What follows belongs to an exercise in optimizing a design on an open flow for small area, a short achievable clock period and few clock cycles per item; a production flow would make more cautious choices. Only simulation tests tie the RTL to the original design; equivalence was not proved.

## design.v

```verilog
`timescale 1ns/1ps
package bfly_pkg;
    localparam int SAMPLE_W = 16;
    typedef logic signed [SAMPLE_W-1:0] sample_t;
    typedef logic signed [SAMPLE_W:0]   sum_t;
    typedef struct packed {
        sample_t re;
        sample_t im;
    } cplx_t;
    typedef enum logic {
        MODE_IFFT = 1'b0,
        MODE_FFT  = 1'b1
    } bfly_mode_e;
    typedef struct packed {
        bfly_mode_e mode;
        cplx_t      a;
        cplx_t      b;
        cplx_t      w;
    } bfly_in_t;
    typedef struct packed {
        logic       valid;
        bfly_mode_e mode;
        cplx_t      a;
        sample_t    b_re;
        sample_t    b_im;
        sample_t    w_re;
        sum_t       sum_k;
        sum_t       sum_re;
        sum_t       sum_im;
    } preadd_t;
    typedef struct packed {
        logic       valid;
        bfly_mode_e mode;
        cplx_t      a;
        cplx_t      y;
    } prod_t;
endpackage
`timescale 1ns/1ps
module bfly_credit_ctrl #(
    parameter int unsigned CREDIT_DEPTH = 4
) (
    input  logic clk,
    input  logic rst_n,
    input  logic in_vld_i,
    input  logic credit_i,
    output logic in_rdy_o,
    output logic accept_o
);
    localparam int unsigned      CNT_W    = $clog2(CREDIT_DEPTH + 1);
    localparam logic [CNT_W-1:0] CNT_FULL = CNT_W'(CREDIT_DEPTH);
    logic [CNT_W-1:0] credit_cnt;
    assign in_rdy_o = (credit_cnt != '0);
    assign accept_o = in_vld_i & in_rdy_o;
    always_ff @(posedge clk or negedge rst_n) begin
        if (!rst_n) begin
            credit_cnt <= CNT_FULL;
        end else begin
            case ({accept_o, credit_i})
                2'b10: credit_cnt <= credit_cnt - CNT_W'(1);
                2'b01: credit_cnt <= credit_cnt + CNT_W'(1);
                default: credit_cnt <= credit_cnt;
            endcase
        end
    end
endmodule
`timescale 1ns/1ps
module bfly_preadd (
    input  logic               clk,
    input  logic               rst_n,
    input  logic               accept_i,
    input  bfly_pkg::bfly_in_t in_i,
    output bfly_pkg::preadd_t  pre_o
);
    logic     in_vld_q;
    bfly_pkg::bfly_in_t in_q;
    bfly_pkg::sample_t  w_im_c;
    always_ff @(posedge clk or negedge rst_n) begin
        if (!rst_n) begin
            in_vld_q <= 1'b0;
        end else begin
            in_vld_q <= accept_i;
        end
    end
    always_ff @(posedge clk) begin
        if (accept_i) begin
            in_q <= in_i;
        end
    end
    always_comb begin
        if (in_q.mode == bfly_pkg::MODE_IFFT) begin
            w_im_c = bfly_pkg::sample_t'(-in_q.w.im);
        end else begin
            w_im_c = in_q.w.im;
        end
    end
    always_ff @(posedge clk or negedge rst_n) begin
        if (!rst_n) begin
            pre_o <= '0;
        end else begin
            pre_o.valid  <= in_vld_q;
            pre_o.mode   <= in_q.mode;
            pre_o.a      <= in_q.a;
            pre_o.b_re   <= in_q.b.re;
            pre_o.b_im   <= in_q.b.im;
            pre_o.w_re   <= in_q.w.re;
            pre_o.sum_k  <= bfly_pkg::sum_t'(in_q.b.re) + bfly_pkg::sum_t'(in_q.b.im);
            pre_o.sum_re <= bfly_pkg::sum_t'(in_q.w.re) + bfly_pkg::sum_t'(w_im_c);
            pre_o.sum_im <= bfly_pkg::sum_t'(w_im_c) - bfly_pkg::sum_t'(in_q.w.re);
        end
    end
endmodule
`timescale 1ns/1ps
module bfly_cmul3 #(
    parameter int unsigned FRAC_W = 14
) (
    input  logic              clk,
    input  logic              rst_n,
    input  bfly_pkg::preadd_t pre_i,
    output bfly_pkg::prod_t   prod_o
);
    localparam int unsigned PROD_W = 2 * bfly_pkg::SAMPLE_W + 1;
    localparam int unsigned YFUL_W = PROD_W + 1;
    logic                     mul_vld_q;
    bfly_pkg::bfly_mode_e               mul_mode_q;
    bfly_pkg::cplx_t                    mul_a_q;
    logic signed [PROD_W-1:0] k_q;
    logic signed [PROD_W-1:0] c_re_q;
    logic signed [PROD_W-1:0] c_im_q;
    logic signed [YFUL_W-1:0] y_re_full;
    logic signed [YFUL_W-1:0] y_im_full;
    always_ff @(posedge clk or negedge rst_n) begin
        if (!rst_n) begin
            mul_vld_q <= 1'b0;
        end else begin
            mul_vld_q <= pre_i.valid;
        end
    end
    always_ff @(posedge clk) begin
        mul_mode_q <= pre_i.mode;
        mul_a_q    <= pre_i.a;
        k_q        <= PROD_W'(pre_i.w_re) * PROD_W'(pre_i.sum_k);
        c_re_q     <= PROD_W'(pre_i.b_im) * PROD_W'(pre_i.sum_re);
        c_im_q     <= PROD_W'(pre_i.b_re) * PROD_W'(pre_i.sum_im);
    end
    assign y_re_full = YFUL_W'(k_q) - YFUL_W'(c_re_q);
    assign y_im_full = YFUL_W'(k_q) + YFUL_W'(c_im_q);
    always_ff @(posedge clk or negedge rst_n) begin
        if (!rst_n) begin
            prod_o <= '0;
        end else begin
            prod_o.valid <= mul_vld_q;
            prod_o.mode  <= mul_mode_q;
            prod_o.a     <= mul_a_q;
            prod_o.y.re  <= bfly_pkg::sample_t'(y_re_full >>> FRAC_W);
            prod_o.y.im  <= bfly_pkg::sample_t'(y_im_full >>> FRAC_W);
        end
    end
endmodule
`timescale 1ns/1ps
module bfly_combine (
    input  logic            clk,
    input  logic            rst_n,
    input  bfly_pkg::prod_t prod_i,
    output bfly_pkg::cplx_t ao_o,
    output bfly_pkg::cplx_t bo_o,
    output logic            out_vld_o
);
    bfly_pkg::sum_t add_re;
    bfly_pkg::sum_t add_im;
    bfly_pkg::sum_t sub_re;
    bfly_pkg::sum_t sub_im;
    function automatic logic [15:0] fold_out(input logic [16:0] x, input logic mode);
        if (mode == bfly_pkg::MODE_IFFT) begin
            fold_out = x[16:1];
        end else begin
            fold_out = x[15:0];
        end
    endfunction
    always_comb begin
        add_re = bfly_pkg::sum_t'(prod_i.a.re) + bfly_pkg::sum_t'(prod_i.y.re);
        add_im = bfly_pkg::sum_t'(prod_i.a.im) + bfly_pkg::sum_t'(prod_i.y.im);
        sub_re = bfly_pkg::sum_t'(prod_i.a.re) - bfly_pkg::sum_t'(prod_i.y.re);
        sub_im = bfly_pkg::sum_t'(prod_i.a.im) - bfly_pkg::sum_t'(prod_i.y.im);
    end
    always_ff @(posedge clk or negedge rst_n) begin
        if (!rst_n) begin
            out_vld_o <= 1'b0;
        end else begin
            out_vld_o <= prod_i.valid;
        end
    end
    always_ff @(posedge clk) begin
        ao_o.re <= fold_out(add_re, prod_i.mode);
        ao_o.im <= fold_out(add_im, prod_i.mode);
        bo_o.re <= fold_out(sub_re, prod_i.mode);
        bo_o.im <= fold_out(sub_im, prod_i.mode);
    end
endmodule
`timescale 1ns/1ps
module butterfly_top #(
    parameter int unsigned FRAC_W       = 14,
    parameter int unsigned CREDIT_DEPTH = 4
) (
    input  logic               clk,
    input  logic               rst_n,
    input  logic [96:0]        in_i,
    input  logic               in_vld_i,
    output logic               in_rdy_o,
    input  logic               credit_i,
    output logic [31:0]        ao_o,
    output logic [31:0]        bo_o,
    output logic               out_vld_o
);
    logic     accept;
    bfly_pkg::bfly_in_t in_s;
    bfly_pkg::cplx_t    ao_s;
    bfly_pkg::cplx_t    bo_s;
    bfly_pkg::preadd_t  pre;
    bfly_pkg::prod_t    prod;
    assign in_s = in_i;
    assign ao_o = ao_s;
    assign bo_o = bo_s;
    bfly_credit_ctrl #(
        .CREDIT_DEPTH (CREDIT_DEPTH)
    ) u_credit (
        .clk      (clk),
        .rst_n    (rst_n),
        .in_vld_i (in_vld_i),
        .credit_i (credit_i),
        .in_rdy_o (in_rdy_o),
        .accept_o (accept)
    );
    bfly_preadd u_preadd (
        .clk      (clk),
        .rst_n    (rst_n),
        .accept_i (accept),
        .in_i     (in_s),
        .pre_o    (pre)
    );
    bfly_cmul3 #(
        .FRAC_W (FRAC_W)
    ) u_cmul3 (
        .clk    (clk),
        .rst_n  (rst_n),
        .pre_i  (pre),
        .prod_o (prod)
    );
    bfly_combine u_combine (
        .clk       (clk),
        .rst_n     (rst_n),
        .prod_i    (prod),
        .ao_o      (ao_s),
        .bo_o      (bo_s),
        .out_vld_o (out_vld_o)
    );
endmodule
```

## constraint.sdc

```tcl
create_clock -name core_clock -period 6.7 [get_ports {clk}]
set_input_delay 1.3400 -clock core_clock [delete_from_list [all_inputs] [get_ports {clk}]]
set_output_delay 1.3400 -clock core_clock [all_outputs]
set_load 0.01 [all_outputs]
```

## config.mk

```make
export PLATFORM = sky130hd
export DESIGN_NAME = butterfly_top
export DESIGN_NICKNAME = butterfly_top
export VERILOG_FILES = /design/flow/design.v
export SDC_FILE = /design/flow/constraint.sdc
export NUM_CORES = 4
export LEC_CHECK = 0
export CAP_MARGIN = 20
export CORE_MARGIN = 2
export CORE_UTILIZATION = 40
export SLEW_MARGIN = 20
```

## run.sh

```bash
#!/bin/bash
# synth_recipe.tcl (not shown) runs the flow's synth.tcl, then flattens the netlist and writes it again
# the make line also repeats each setting of config.mk as NAME=value (left out here)
make -C /OpenROAD-flow-scripts/flow DESIGN_CONFIG=/design/flow/config.mk WORK_HOME=/design/flow/orfs CLKGATE_MAP_FILE= SYNTH_SCRIPT=/design/flow/synth_recipe.tcl finish
```

==> metrics.md <==
| Metric | Value |
|---|---|
| Outcome | `complete, no violations` |
| CTS clk-pin slew, worst paths | `0.06 ns` |
| Clock sink count | `488` |
| Total GRT Usage | `0.202` |
| Worst setup SP type | `register` |
| Antenna violations before repair | `5` |
| Tcrit/Tclk final | `0.947` |
| Core area | `122000 um^2` |
| Number of diodes | `0` |
| Final setup viols | `0` |
| Nets | `6286` |
| Cells on Worst Hold Path | `0` |
| First-pass GRT wire length | `196000 um` |
| RR Endpoint | `u_cmul3.c_re_q[28]` |
| Sequential area share after synthesis | `0.241` |
| Synth Flop Type | `dfrtp_1` |
| Clock buffer depth | `3` |
| EDFF count, synth | `97` |
| Chip Height | `354 um` |
| Top-area cell type share of the netlist area | `0.314` |
| Routability cong. | `0.870` |
| Vias in the first global route | `35022` |
| CP Class | `register to register` |
| Min-Delay Path Class | `register to register` |
| Die area | `125000 um^2` |
| Synthesized area per cell | `10.0 um^2` |
| Area Overhead vs Synth | `11.9%` |
| TritonCTS clock tree | `done` |
| Max Slew Vio Count | `0` |
| Clock skew | `0.0289 ns` |
| Drt first pass iters | `5` |
| Mapped Cells | `4868` |
| CP arrival | `6.95 ns` |
| Most common cell in the netlist | `inv_1` |
| Hpwl dp | `101000 um` |
| Grt total ovfl | `0` |
| Critical Path Slowest Stage Cell | `dfrtp_1` |
| Skew-Pair Late Insertion Delay | `0.67 ns` |
| Die W | `354 um` |
| Share of layout cells above drive strength 1 | `0.0468` |
| Floorplan row count | `128` |
| WHS Endpoint | `u_cmul3.prod_o[36]` |
| Post-route DRC | `0` |
| Register-to-register setup slack | `0.35 ns` |
| DR WL/cell | `18.3 um` |
| Crit end category | `register` |
| Slew @ Worst Pin | `0.952 ns` |
| Mapped Area | `48900 um^2` |
| Vias per inst | `4.86` |
| Synth warn | `4` |
| DR iter-0 viols | `1778` |
| Crit path time final | `6.35 ns` |
| Setup TNS | `0 ns` |
| Area contributors post-synth | `fa_1 31%, ha_1 10%, dfrtp_1 10%` |
| Path depth of the worst reg2reg path | `22` |
| Critical path, cell by cell | `nand2_1 > fa_1 > inv_1 > fa_1 > inv_1 > fa_1 > inv_1 > fa_1 > fa_1 > inv_1 > fa_1 > inv_1 > ha_1 > and4_1 > a41oi_1 > o21ai_0 > o21ai_0 > a21oi_2 > a211oi_1 > o31ai_1 > a21oi_1 > xnor2_1` |
| CTS Root Cell | `clkbuf_16` |
| Hold Vio Cnt, Final | `0` |
| Critical-path maximum fanout | `17` |
| Num CTS Buffers | `59` |
| CP Data Required Time | `7.30 ns` |
| Kind of cell adding the most delay to the critical path | `adder cells` |
| Worst hold start | `u_cmul3.mul_a_q[4]` |
| Synth Register Bits | `488` |
| I/O Buffers | `166` |
| CP peak stage delay | `0.77 ns` |
| Syn nets | `6146` |
| Maxcap violations | `0` |
| Post-synth top cells | `1023 x inv_1, 767 x fa_1, 442 x nand2_1` |
| Leading area contributor after synthesis | `fa_1` |
| Largest net degree at the start of global routing | `106` |
| Post-Route WL | `122000 um` |
| H-tree levels | `2` |
| I/O pin count | `167` |
| Critical R2R Launch | `u_preadd.pre_o[76]` |
| Max Fclk | `158 MHz` |
| Count of cell types in the netlist | `87` |
| Max_slew headroom | `0.365` |
| CP most frequent cell | `fa_1` |
| Post-DRT Antenna Nets | `0` |
| Starting Density | `0.402` |
| RSZ-0062 raised after global routing | `no` |
| Setup Fix Bufs, Post-CTS | `0` |
| Async SR Flop Fraction | `0.418` |
| Vias | `32514` |
| CP bufs+invs | `5` |
| Core Util, Final | `0.450` |
[stage by stage]
stage | hold slack [ns] | instance area, um^2 | instances | setup WS (ns)
after floorplan | 0.316 | 48900 | 4868 | 0.763
after global placement | 0.315 | 52500 | 6572 | 0.320
after detailed placement | 0.317 | 52500 | 6572 | 0.304
after CTS | 0.324 | 54700 | 6684 | 0.283
after global routing | 0.327 | 54700 | 6684 | 0.000774
final | 0.323 | 54700 | 6684 | 0.354
[routing by layer]
layer | wire [um] | vias up | track usage
met4 | 5580 | 6 | 0.0830
met3 | 7400 | 188 | 0.0372
met1 | 53700 | 16288 | 0.269
met2 | 55500 | 792 | 0.323
met5 | 43 | - | 0
li1 | - | 15240 | -
[worst reg2reg max path, cell delays in order (launching register included)]
cell and delay, ns:
dfrtp_1 0.77, nand2_1 0.15, fa_1 0.51, inv_1 0.05
fa_1 0.49, inv_1 0.05, fa_1 0.52, inv_1 0.05
fa_1 0.44, fa_1 0.49, inv_1 0.05, fa_1 0.50
inv_1 0.05, ha_1 0.36, and4_1 0.25, a41oi_1 0.19
o21ai_0 0.15, o21ai_0 0.28, a21oi_2 0.14, a211oi_1 0.35
o31ai_1 0.12, a21oi_1 0.18, xnor2_1 0.14
[cell families after synthesis]
group	count (synthesis)	share of synthesized area
and+or+nand+nor	1226	0.124
adders and majority gates	1177	0.419
buffers and inverters	1170	0.0901
AOI/OAI and AO/OA	502	0.0692
DFF	488	0.241
xor gates and xnor gates	250	0.0448
muxes	55	0.0118
[what timing repair did]
item                                    in CTS  in global routing
endpoints found under the setup margin       0                  3
gates resized for setup                      0                 12
hold buffers                                 0                  0
[flip-flops by register name (all words and copies together), names as in the netlist]
name and count:
u_preadd.pre_o 132, u_preadd.in_q 97, u_cmul3.prod_o 66, u_cmul3.mul_a_q 32
u_combine.ao_o 32, u_combine.bo_o 32, u_cmul3.c_im_q 30, u_cmul3.c_re_q 30
u_cmul3.k_q 30, u_credit.credit_cnt 3, u_cmul3.mul_mode_q 1, u_cmul3.mul_vld_q 1
u_combine.out_vld_o 1, u_preadd.in_vld_q 1
[how the worst max path moves through the flow]
stage / startpoint / to / slack [ns] / cells after the start
after floorplan: u_preadd.pre_o[74] / u_cmul3.c_re_q[29] / 0.76 / 23
after global placement: u_preadd.pre_o[74] / u_cmul3.c_re_q[28] / 0.32 / 22
after detailed placement: u_preadd.pre_o[74] / u_cmul3.c_re_q[28] / 0.30 / 22
after CTS: u_preadd.pre_o[74] / u_cmul3.c_re_q[28] / 0.28 / 22
after global routing: u_preadd.pre_o[76] / u_cmul3.c_re_q[28] / 0.0008 / 22
final: u_preadd.pre_o[76] / u_cmul3.c_re_q[28] / 0.35 / 22
[layout make-up]
cell class              count  area [um^2]
fillers                 11468        66800
well taps                1625         2030
inverters                1026         3850
clock buffers              75         1680
multi-input cells        3210        32700
flip-flops and latches    488        11800
clock inverters            37          528
repair buffers            223         2120
[layout by cell type, fill, tap and decap left out, types with 164 or more instances in the layout]
master,instances
a21oi_1,164
and2_1,394
clkdlybuf4s50_1,165
dfrtp_1,190
dfxtp_1,187
fa_1,767
ha_1,410
inv_1,1022
nand2_1,442
nor2_1,168
xnor2_1,185
Testbench counts, summed over its fixed seeds: cycles 9,668, items 4,800.

-- afterwards: timing with drivers on the ports --
The results above use ideal ports. As a check the final layout listed here was re-extracted and re-timed, cells and wires unchanged. Step 1 sets driving cells, clkbuf_16 on the clock port and buf_2 on the other inputs (assumed; they add their load-dependent delay and slew). Step 2, shift: input delay + t, output delay - t, t = (earliest + latest rising clock arrival at the registers) / 2. This alone moves slack from input paths to output paths. a / b / c = ideal ports / drivers / drivers and shift; a / b = the first two.
t (ns): 0.724
slack for setup (ns): 0.354 / 0.354 / 0.354
worst register clock-pin slew, ns: 0.07 / 0.07
After both steps setup and hold are still met in this run. The setup slack of this run moves by 0.000 ns with the drivers and by 0.000 ns with both steps.
